What follows belongs to an exercise in optimizing a design on an open flow for small area; a production flow would make more cautious choices. Power and IR drop assume default switching activity.

==> flow/design.v <==
`default_nettype none
module processor (
    input  logic        clock,
    input  logic        reset,
    output logic [31:0] imem_address,
    input  logic [31:0] imem_data,
    output logic [31:0] dmem_address,
    output logic [31:0] dmem_write_data,
    output logic        dmem_write_enable,
    input  logic [31:0] dmem_read_data,
    output logic        reg_write_enable,
    output logic [4:0]  reg_write_addr,
    output logic [31:0] reg_write_data,
    output logic [4:0]  reg_read_addr_a,
    output logic [4:0]  reg_read_addr_b,
    input  logic [31:0] reg_read_data_a,
    input  logic [31:0] reg_read_data_b
);
    logic [31:0] pc;
    logic [1:0]  st;
    logic        ex;         
    logic        nx;         
    logic        taken;      
    assign ex    = ~st[1] & st[0];
    assign nx    = st[1];
    assign taken = st[0];
    logic [15:0] cnt;        
    logic [3:0]  lfsr;
    logic [3:1]  creg;       
    logic [31:0] ins;
    logic [4:0]  op;
    logic [4:0]  rd, rs, rt, shamt;
    logic        is_r, is_j, is_bne, is_imm, is_sw, is_lw, is_fill;
    logic        f_sub, f_logic, f_or, f_shift, f_sra;
    assign ins     = imem_data;
    assign op      = ins[31:27];
    assign rd      = ins[26:22];
    assign rs      = ins[21:17];
    assign rt      = ins[16:12];
    assign shamt   = ins[11:7];
    assign is_r    = ~op[3] & ~op[2] & ~op[1] & ~op[0];
    assign is_j    = ~op[3] & ~op[2] & ~op[1] &  op[0];
    assign is_bne  = ~op[2] &  op[1];
    assign is_imm  =  op[2];                   
    assign is_sw   =  op[2] &  op[1];
    assign is_lw   =  op[3] & ~op[0];
    assign is_fill =  op[3] &  op[0];
    assign f_sub   = ~ins[4] & ~ins[3] &  ins[2];
    assign f_logic = ~ins[4] &  ins[3];
    assign f_or    =  ins[2];
    assign f_shift =  ins[4];
    assign f_sra   =  ins[2];
    logic sll;
    assign sll = is_r & f_shift & ~f_sra;
    assign reg_read_addr_a = (ex & ~sll) ? rs : 5'd0;
    always_comb begin
        reg_read_addr_b = 5'd0;
        if (ex) begin
            if (is_r)                 reg_read_addr_b = f_shift ? (f_sra ? 5'd0 : rs) : rt;
            else if (is_bne | is_sw)  reg_read_addr_b = rd;
        end
    end
    logic [31:0] x, y, s;
    logic [32:0] c;
    logic [3:0]  cout;
    logic        use_imm, use_tgt, t11, t10, t01, t00, cin, pc_lo;
    logic [31:0] a_val, b_val, ab_val, imm_val;
    logic        settled;
    assign use_imm = (ex & (op[2] | is_lw)) | (nx & taken & ~is_j);
    assign use_tgt = nx & taken & is_j;
    logic r_ex;
    assign r_ex    = ex & ~op[3] & ~op[2] & ~op[1] & ~op[0];
    assign t11     = r_ex & ~ins[2];                                
    assign t01     = r_ex & (ins[3] | ~ins[2]);                     
    assign t10     = (ex & is_bne) | (r_ex & ~ins[3] & ins[2]);     
    assign t00     = (ex & is_bne) | (r_ex & (ins[3] ^ ins[2]));    
    assign cin     = t00 | (nx & ~(taken & is_j));
    assign pc_lo   = nx & ~(taken & is_j);
    assign imm_val = {{5{use_imm & ins[16]}},
                      use_tgt ? ins[26:17] : {10{use_imm & ins[16]}},
                      (use_imm | use_tgt) ? ins[16:0] : 17'd0};
    assign a_val   = reg_read_data_a;
    assign b_val   = reg_read_data_b;
    assign ab_val  = (a_val & b_val & {32{t11}}) | (a_val & ~b_val & {32{t10}})
                   | (~a_val & b_val & {32{t01}}) | (~a_val & ~b_val & {32{t00}});
    assign x = reg_read_data_a | (pc & {{5{nx}}, {27{pc_lo}}});
    assign y = ab_val | imm_val | {16'd0, cnt};
    genvar k;
    generate
        for (k = 0; k < 32; k++) begin : g_add
            logic cin_k;
            if (k == 0)           assign cin_k = cin;
            else if (k % 8 == 0)  assign cin_k = creg[k / 8];
            else                  assign cin_k = c[k];
            assign c[k+1] = (x[k] & y[k]) | (x[k] & cin_k) | (y[k] & cin_k);
            assign s[k]   = x[k] ^ y[k] ^ cin_k;
        end
    endgenerate
    assign cout    = {c[32], c[24], c[16], c[8]};
    assign settled = (creg == cout[2:0]);
    logic [31:0] sh_in, sh_r;
    logic        sh_fill;
    function automatic logic [31:0] rev(input logic [31:0] v);
        for (int i = 0; i < 32; i++) rev[i] = v[31 - i];
    endfunction
    assign sh_fill = reg_read_data_a[31];                        
    assign sh_in   = reg_read_data_a | rev(reg_read_data_b);     
    logic [31:0] q1, q2;
    logic [3:0] d0, d1;
    logic [63:0] e0, e1, e2;
    assign d0 = 4'b1 << shamt[1:0];
    assign d1 = 4'b1 << shamt[3:2];
    assign e0 = {{32{sh_fill}}, sh_in};
    assign q1 = ({32{d0[0]}} & e0[31:0]) | ({32{d0[1]}} & e0[32:1]) | ({32{d0[2]}} & e0[33:2]) | ({32{d0[3]}} & e0[34:3]);
    assign e1 = {{32{sh_fill}}, q1};
    assign q2 = ({32{d1[0]}} & e1[31:0]) | ({32{d1[1]}} & e1[35:4]) | ({32{d1[2]}} & e1[39:8]) | ({32{d1[3]}} & e1[43:12]);
    assign e2 = {{32{sh_fill}}, q2};
    assign sh_r = shamt[4] ? e2[47:16] : e2[31:0];
    logic sel_lw, sel_sra, sel_sll, sel_s;
    assign sel_lw  = op[3];
    assign sel_sra = ~op[3] & ~op[2] & f_shift & f_sra;
    assign sel_sll = ~op[3] & ~op[2] & f_shift & ~f_sra;
    assign sel_s   = ~op[3] & (op[2] | ~f_shift);
    assign reg_write_data = (dmem_read_data & {32{sel_lw}}) | (sh_r & {32{sel_sra}})
                          | (rev(sh_r) & {32{sel_sll}}) | (s & {32{sel_s}});
    logic fill_done, fill_go, step;
    assign fill_done = (cnt == ins[15:0]);
    assign step      = ex & settled;
    assign fill_go   = ex & is_fill & ~fill_done;
    assign reg_write_enable  = step & (is_r | (is_imm & ~is_sw) | is_lw);
    assign reg_write_addr    = rd;
    assign dmem_address      = s;
    assign dmem_write_data   = {reg_read_data_b[31:4], reg_read_data_b[3:0] | (op[3] ? lfsr : 4'd0)};
    assign dmem_write_enable = step & (is_sw | (is_fill & ~fill_done));
    assign imem_address      = pc;
    logic ex_next;
    assign ex_next = ex ? (fill_go | (~settled & ~is_fill)) : settled;
    always_ff @(posedge clock or posedge reset) begin
        if (reset) begin
            st   <= 2'b00;
            lfsr <= 4'b0001;
        end else begin
            if (ex)       st <= ex_next ? 2'b01 : {1'b1, is_j | (is_bne & (|s))};
            else if (settled) st <= 2'b01;
            if (step & fill_go) lfsr <= {lfsr[2:0], lfsr[3] ^ lfsr[2]};
        end
    end
    logic [16:0] cnt_c;
    assign cnt_c[0] = settled;
    generate
        for (k = 0; k < 16; k++) begin : g_cnt
            assign cnt_c[k+1] = cnt_c[k] & cnt[k];
            always_ff @(posedge clock) cnt[k] <= fill_go & (cnt[k] ^ cnt_c[k]);
        end
    endgenerate
    always_ff @(posedge clock) begin
        creg <= cout[2:0] & {3{~(nx & settled)}};
        if (~ex & settled) pc <= s;
    end
endmodule
`default_nettype wire
Settings: LEC_CHECK=0, CAP_MARGIN=0, CORE_MARGIN=2, CORE_UTILIZATION=50, SLEW_MARGIN=0; clock period 10.0 ns.
standard.sh (not shown) runs the stock make flow with config.mk's settings and CLKGATE_MAP_FILE= SYNTH_SCRIPT=/design/flow/synth_recipe.tcl, a recipe that flattens the netlist after the stock synthesis.
==> flow/flow/run.sh <==
#!/bin/bash
# Standard layout (standard synthesis included) with two changes after synthesis:
# port buffers use the smallest buffer cell, and CTS uses small clock buffers and adds
# no dummy loads. make's output goes to make_finish.log, each step's to orfs/logs/.
set -euo pipefail
export BUFFER_PORTS_ARGS="-buffer_cell sky130_fd_sc_hd__buf_1"
export CTS_ARGS="-sink_clustering_enable -repair_clock_nets -dont_use_dummy_load -buf_list {sky130_fd_sc_hd__clkbuf_2 sky130_fd_sc_hd__clkbuf_4} -root_buf sky130_fd_sc_hd__clkbuf_4"
bash standard.sh finish > make_finish.log 2>&1
Change:
--- a/flow/design.v
+++ b/flow/design.v
@@ -16,15 +16,11 @@
     input  logic [31:0] reg_read_data_a,
     input  logic [31:0] reg_read_data_b
 );
     logic [31:0] pc;
-    logic [1:0]  st;
     logic        ex;         
     logic        nx;         
     logic        taken;      
-    assign ex    = ~st[1] & st[0];
-    assign nx    = st[1];
-    assign taken = st[0];
     logic [15:0] cnt;        
     logic [3:0]  lfsr;
     logic [3:1]  creg;       
     logic [31:0] ins;
@@ -136,13 +132,14 @@
     logic ex_next;
     assign ex_next = ex ? (fill_go | (~settled & ~is_fill)) : settled;
     always_ff @(posedge clock or posedge reset) begin
         if (reset) begin
-            st   <= 2'b00;
+            ex   <= 1'b0;
+            nx   <= 1'b0;
             lfsr <= 4'b0001;
         end else begin
-            if (ex)       st <= ex_next ? 2'b01 : {1'b1, is_j | (is_bne & (|s))};
-            else if (settled) st <= 2'b01;
+            ex   <= ex_next;
+            nx   <= (ex | nx) & ~ex_next;
             if (step & fill_go) lfsr <= {lfsr[2:0], lfsr[3] ^ lfsr[2]};
         end
     end
     logic [16:0] cnt_c;
@@ -155,7 +152,8 @@
     endgenerate
     always_ff @(posedge clock) begin
         creg <= cout[2:0] & {3{~(nx & settled)}};
         if (~ex & settled) pc <= s;
+        if (ex) taken <= is_j | (is_bne & (|s));
     end
 endmodule
 `default_nettype wire
Total power goes up by 8.8%.
Flip-flop and latch count rises by 1.
Setup slack improved by 0.13 ns.
Design area increases by 2.0%.
Die area came out higher by 2.4%.
Clock skew shrinks by 0.014 ns.
Clock-buffer cell count stays the same.
Via count decreases by 1.6%.
Clock power barely changes.
Maximum frequency came out higher by 1.4%.
Function was not checked in any run of this note: the RTL went through the layout flow alone.

## what the ideal ports hide
The results above use ideal ports. As a check the final layouts listed here were re-extracted and re-timed, cells and wires unchanged.
Step 1 assumes that a clkbuf_16 drives the clock port and a buf_2 every other input.
Step 2, shift: input delay + t, output delay - t, t = (earliest + latest rising clock arrival at the registers) / 2. This alone moves slack from input paths to output paths.
Slacks: no drivers / after step 1 / after step 2; pairs: no drivers / after step 1.
| run | t (ns) | setup slack, ns | worst data-port slew with drivers (ns) |
|---|---|---|---|
| the first run | 0.475 | 0.174 / 0.153 / -0.274 | 0.05 |
| the second run | 0.467 | 0.308 / 0.292 / -0.141 | 0.07 |
With both steps, setup timing fails in the first run and the second run, where it was met with ideal ports. The setup slack of the second run, which loses most, moves by -0.016 ns with the drivers and by -0.449 ns with both steps.
